This design comes from an exercise in tuning for small area and a short achievable clock period on the open sky130 flow, not from production work.
Only simulation tests tie the RTL to the original design; equivalence was not proved.
Power is estimated from default activity; no workload was simulated.

job 101:
==> flow/design.v (excerpt) <==
module dmem_wbuf #(
  parameter int DEPTH = 4,
  parameter int AW    = 6
) (
  input  logic                       clk,
  input  logic                       reset,
  input  logic                       MemWrite,
  input  logic                       MemRead,
  input  logic [31:0]                DataAdr,
  input  logic [31:0]                WriteData,
  output logic [31:0]                ReadData,
  output logic                       Stall,
  output logic                       Empty,
  output logic [$clog2(DEPTH):0]     BufCount
);
Settings: LEC_CHECK=0, CAP_MARGIN=20, CORE_ASPECT_RATIO=1.27, CORE_MARGIN=2, CORE_UTILIZATION=66, CTS_CLUSTER_DIAMETER=65, CTS_CLUSTER_SIZE=26, SETUP_SLACK_MARGIN=2.6, SLEW_MARGIN=20, SYNTH_HIERARCHICAL=1, SYNTH_MINIMUM_KEEP_SIZE=0; clock period 7.0 ns.
standard.sh (not shown) runs the stock make flow with config.mk's settings and CLKGATE_MAP_FILE= SYNTH_SCRIPT=/design/flow/synth_recipe.tcl, a recipe that flattens the netlist after the stock synthesis.
==> flow/flow/run.sh <==
#!/bin/bash
# Layout flow: the standard synthesis, then the standard ORFS steps with
# hooks that place the memory as two bit-column arrays (place_array.tcl), put
# the data pins next to their columns (pins.tcl), release most of the array
# and set starting drive strengths after global placement (post_gpl.tcl), and
# release the rest before detailed routing (route_pre.tcl).
set -euo pipefail
W=$PWD
F=$W/flow
bash standard.sh synth > $W/synth.log 2>&1
bash standard.sh \
  PRE_GLOBAL_PLACE_SKIP_IO_TCL=$F/place_array.tcl \
  PRE_IO_PLACEMENT_TCL=$F/pins.tcl \
  POST_GLOBAL_PLACE_TCL=$F/post_gpl.tcl \
  PRE_DETAIL_ROUTE_TCL=$F/route_pre.tcl \
  "GLOBAL_PLACEMENT_ARGS=-overflow 0.2" \
  finish > $W/layout.log 2>&1
==> flow/flow/post_gpl.tcl <==
# After global placement: release most cells place_array.tcl fixed, and give
# the ports and the word-select decoders drive strengths to start from.
set blk [ord::get_db_block]
set n 0
foreach inst [$blk getInsts] {
  set mn [[$inst getMaster] getName]
  # the flip-flops and the and-or-invert cells have no larger size to take;
  # they stay where place_array.tcl put them until routing (route_pre.tcl)
  if {[string match "*edfxtp*" $mn] || [string match "*a222oi*" $mn]} continue
  if {[$inst getPlacementStatus] eq "FIRM" && ![string match "*tap*" $mn]} {
    $inst setPlacementStatus PLACED
    incr n
  }
}
puts "post_gpl: $n cells released"
proc pg_drv {net} {
  foreach it [$net getITerms] { if {[$it isOutputSignal]} { return [$it getInst] } }
  return ""
}
proc pg_up4 {inst} {
  set m [[$inst getMaster] getName]
  regsub {_\d+$} $m {_4} to
  if {$to ne $m} { replace_cell [get_cells [$inst getName]] $to }
}
set sized 0
foreach net [$blk getNets] {
  if {![regexp {^g_pre\\\[\d+\\\]\..*\.u(lo|hi)b?\.y$} [$net getName]]} continue
  set d [pg_drv $net]
  if {$d eq ""} continue
  pg_up4 $d
  incr sized
  # the word selects this predecoder output feeds
  foreach it [$net getITerms] {
    set c [$it getInst]
    if {[string match "*__and2_*" [[$c getMaster] getName]]} { pg_up4 $c; incr sized }
  }
}
foreach c [get_cells input*] { replace_cell $c sky130_fd_sc_hd__buf_6; incr sized }
# the word-address inputs each feed the predecoders and the buffer compares
for {set k 2} {$k < 8} {incr k} {
  set net [$blk findNet "DataAdr\[$k\]"]
  if {$net eq "NULL"} continue
  foreach it [$net getITerms] { replace_cell [get_cells [[$it getInst] getName]] sky130_fd_sc_hd__buf_12; incr sized }
}
# the forwarded-data cells are off the critical path: smallest size
foreach net [$blk getNets] {
  if {![regexp {^g_rd\\\[\d+\\\]\.f\\\[\d\\\]$} [$net getName]]} continue
  set d [pg_drv $net]
  if {$d ne "" && [string match "*a22oi_2" [[$d getMaster] getName]]} {
    replace_cell [get_cells [$d getName]] sky130_fd_sc_hd__a22oi_1; incr sized
  }
}
foreach c [get_cells output*] { replace_cell $c sky130_fd_sc_hd__buf_4; incr sized }
puts "post_gpl: $sized cells resized"
Other scripts of this flow, unchanged in this note and not shown: flow/flow/pins.tcl, flow/flow/place_array.tcl, flow/flow/route_pre.tcl
#### Input delta (job 102 over job 101)
-- flow/flow/run.sh --
<<< job 101, line 5
# and set starting drive strengths after global placement (post_gpl.tcl), and
# release the rest before detailed routing (route_pre.tcl).
set -euo pipefail
>>> job 102, line 5
# and set starting drive strengths after global placement (post_gpl.tcl), and
# release the rest before detailed routing (route_pre.tcl). Clock tree
# synthesis uses smaller leaf buffers over smaller clusters and no dummy loads.
set -euo pipefail
<<< job 101, line 16
  "GLOBAL_PLACEMENT_ARGS=-overflow 0.2" \
  finish > $W/layout.log 2>&1
>>> job 102, line 17
  "GLOBAL_PLACEMENT_ARGS=-overflow 0.2" \
  "CTS_ARGS=-sink_clustering_enable -repair_clock_nets -sink_clustering_size 18 -sink_clustering_max_diameter 50 -dont_use_dummy_load -buf_list sky130_fd_sc_hd__clkbuf_8" \
  finish > $W/layout.log 2>&1
-- flow/config.mk --
<<< job 101, line 10
export CORE_MARGIN = 2
export CORE_UTILIZATION = 66
export CTS_CLUSTER_DIAMETER = 65
export CTS_CLUSTER_SIZE = 26
export SETUP_SLACK_MARGIN = 2.6
>>> job 102, line 10
export CORE_MARGIN = 2
export CORE_UTILIZATION = 70
export SETUP_SLACK_MARGIN = 2.6
## What came out
Of job 101 and job 102, the run reporting the lower number of nets in the finished design was job 101. Area: job 102 vs job 101 -> job 102 smaller. Wire length: job 101 and job 102 compared, lower one is job 101. | share of the clock period used by the worst path | job 102 vs job 101 | 3.0 points higher |.
What job 103 does differently from job 102 at the input level:
-- flow/config.mk --
<<< job 102, line 10
export CORE_MARGIN = 2
export CORE_UTILIZATION = 70
export SETUP_SLACK_MARGIN = 2.6
>>> job 103, line 10
export CORE_MARGIN = 2
export CORE_UTILIZATION = 66
export SETUP_SLACK_MARGIN = 2.6
Findings:
Re number of standard cells in the layout, taps in and fillers out: job 103 is 2.3% up on job 102.
Of job 103 and job 102, it is job 103 that has the lower critical path depth.
The critical path required time of job 103 and that of job 102 are within noise of each other.
Any difference in wire length of the first global-routing pass between job 103 and job 102 is small enough to ignore.
Via count: job 103 vs job 102 down about 1.6%
Compared with job 102, job 103 shows utilization of the core after routing lower by 4.2 points.
Of job 103 and job 102, the higher setup slack belongs to job 103.
Measured against each other, job 103 and job 102 differ in final critical-path share of the clock period, the lower figure coming from job 103.
Between job 102 and job 103, the combinational fraction of design power does not differ in any meaningful way.
Job 103 ends up with a total length of routed met3 wires that is about 14% lower than in job 102.
Looking only at overall die area, and setting everything else aside, the lower value of job 103 and job 102 goes to job 102.
Changes in job 104 relative to job 103:
-- flow/flow/run.sh --
<<< job 103, line 17
  "GLOBAL_PLACEMENT_ARGS=-overflow 0.2" \
  "CTS_ARGS=-sink_clustering_enable -repair_clock_nets -sink_clustering_size 18 -sink_clustering_max_diameter 50 -dont_use_dummy_load -buf_list sky130_fd_sc_hd__clkbuf_8" \
  finish > $W/layout.log 2>&1
>>> job 104, line 17
  "GLOBAL_PLACEMENT_ARGS=-overflow 0.2" \
  "CTS_ARGS=-sink_clustering_enable -repair_clock_nets -sink_clustering_size 20 -sink_clustering_max_diameter 52 -dont_use_dummy_load -buf_list sky130_fd_sc_hd__clkbuf_8" \
  finish > $W/layout.log 2>&1
-- flow/flow/post_gpl.tcl --
<<< job 103, line 37
}
foreach c [get_cells input*] { replace_cell $c sky130_fd_sc_hd__buf_6; incr sized }
# the word-address inputs each feed the predecoders and the buffer compares
>>> job 104, line 37
}
# port buffers: the write data only loads the buffer entries, so a small
# buffer will do; the other inputs fan out more
foreach c [get_cells input*] {
  set to sky130_fd_sc_hd__buf_6
  foreach it [[[ord::get_db_block] findInst [get_full_name $c]] getITerms] {
    set n [$it getNet]
    if {$n ne "NULL" && [string match "WriteData*" [$n getName]]} { set to sky130_fd_sc_hd__buf_2 }
  }
  replace_cell $c $to; incr sized
}
# the word-address inputs each feed the predecoders and the buffer compares
<<< job 103, line 52
}
foreach c [get_cells output*] { replace_cell $c sky130_fd_sc_hd__buf_4; incr sized }
puts "post_gpl: $sized cells resized"
>>> job 104, line 61
}
foreach c [get_cells output*] {
  set to sky130_fd_sc_hd__buf_2
  foreach it [[[ord::get_db_block] findInst [get_full_name $c]] getITerms] {
    set n [$it getNet]
    if {$n ne "NULL" && [string match "ReadData*" [$n getName]]} { set to sky130_fd_sc_hd__buf_4 }
  }
  replace_cell $c $to; incr sized
}
puts "post_gpl: $sized cells resized"
## What came out
- Fraction of power consumed by the clock network: job 104 vs job 103 down 0.5 points
- Comparing job 104 and job 103, detailed-routing iteration count for the pre-antenna-repair pass is lower on job 103.
- Going from job 103 to job 104, CTS buffer count saw a decrease; final routed wirelength across all metal layers +2.7%; clock group total power lower; global routing usage summed across all routing layers up 0.60 points.

==> port drivers added, routing unchanged <==
Ports are ideal in the flow. The routed layouts listed here were re-timed in OpenROAD. Step 1 sets driving cells, clkbuf_16 on the clock port and buf_2 on the other inputs (assumed; they add their load-dependent delay and slew). Step 2 times the ports against the registers' clock, not the clock port: input delays grow and output delays shrink by t, the midpoint of the rising clock arrivals with the driver on. Three values: ideal ports, drivers, drivers and shift; two values: the first two.
| run | shift t [ns] | setup slack, ns | worst hold slack (ns) | worst setup path at the end | clock arrival spread, ns |
|---|---|---|---|---|---|
| job 101 | 0.795 | 1.994 / 1.886 / 1.886 | 0.529 / 0.529 / 0.529 | input to output | 0.039 / 0.039 |
| job 102 | 0.944 | 1.785 / 1.694 / 1.694 | 0.499 / 0.499 / 0.499 | input to output | 0.055 / 0.056 |
| job 103 | 0.950 | 1.990 / 1.853 / 1.853 | 0.510 / 0.510 / 0.510 | input to output | 0.071 / 0.072 |
| job 104 | 0.942 | 1.960 / 1.874 / 1.874 | 0.501 / 0.501 / 0.501 | input to output | 0.069 / 0.070 |
After both steps setup and hold are still met in every run listed. For job 103, which loses most, drivers alone change the setup slack by -0.137 ns; drivers and shift together by -0.137 ns.
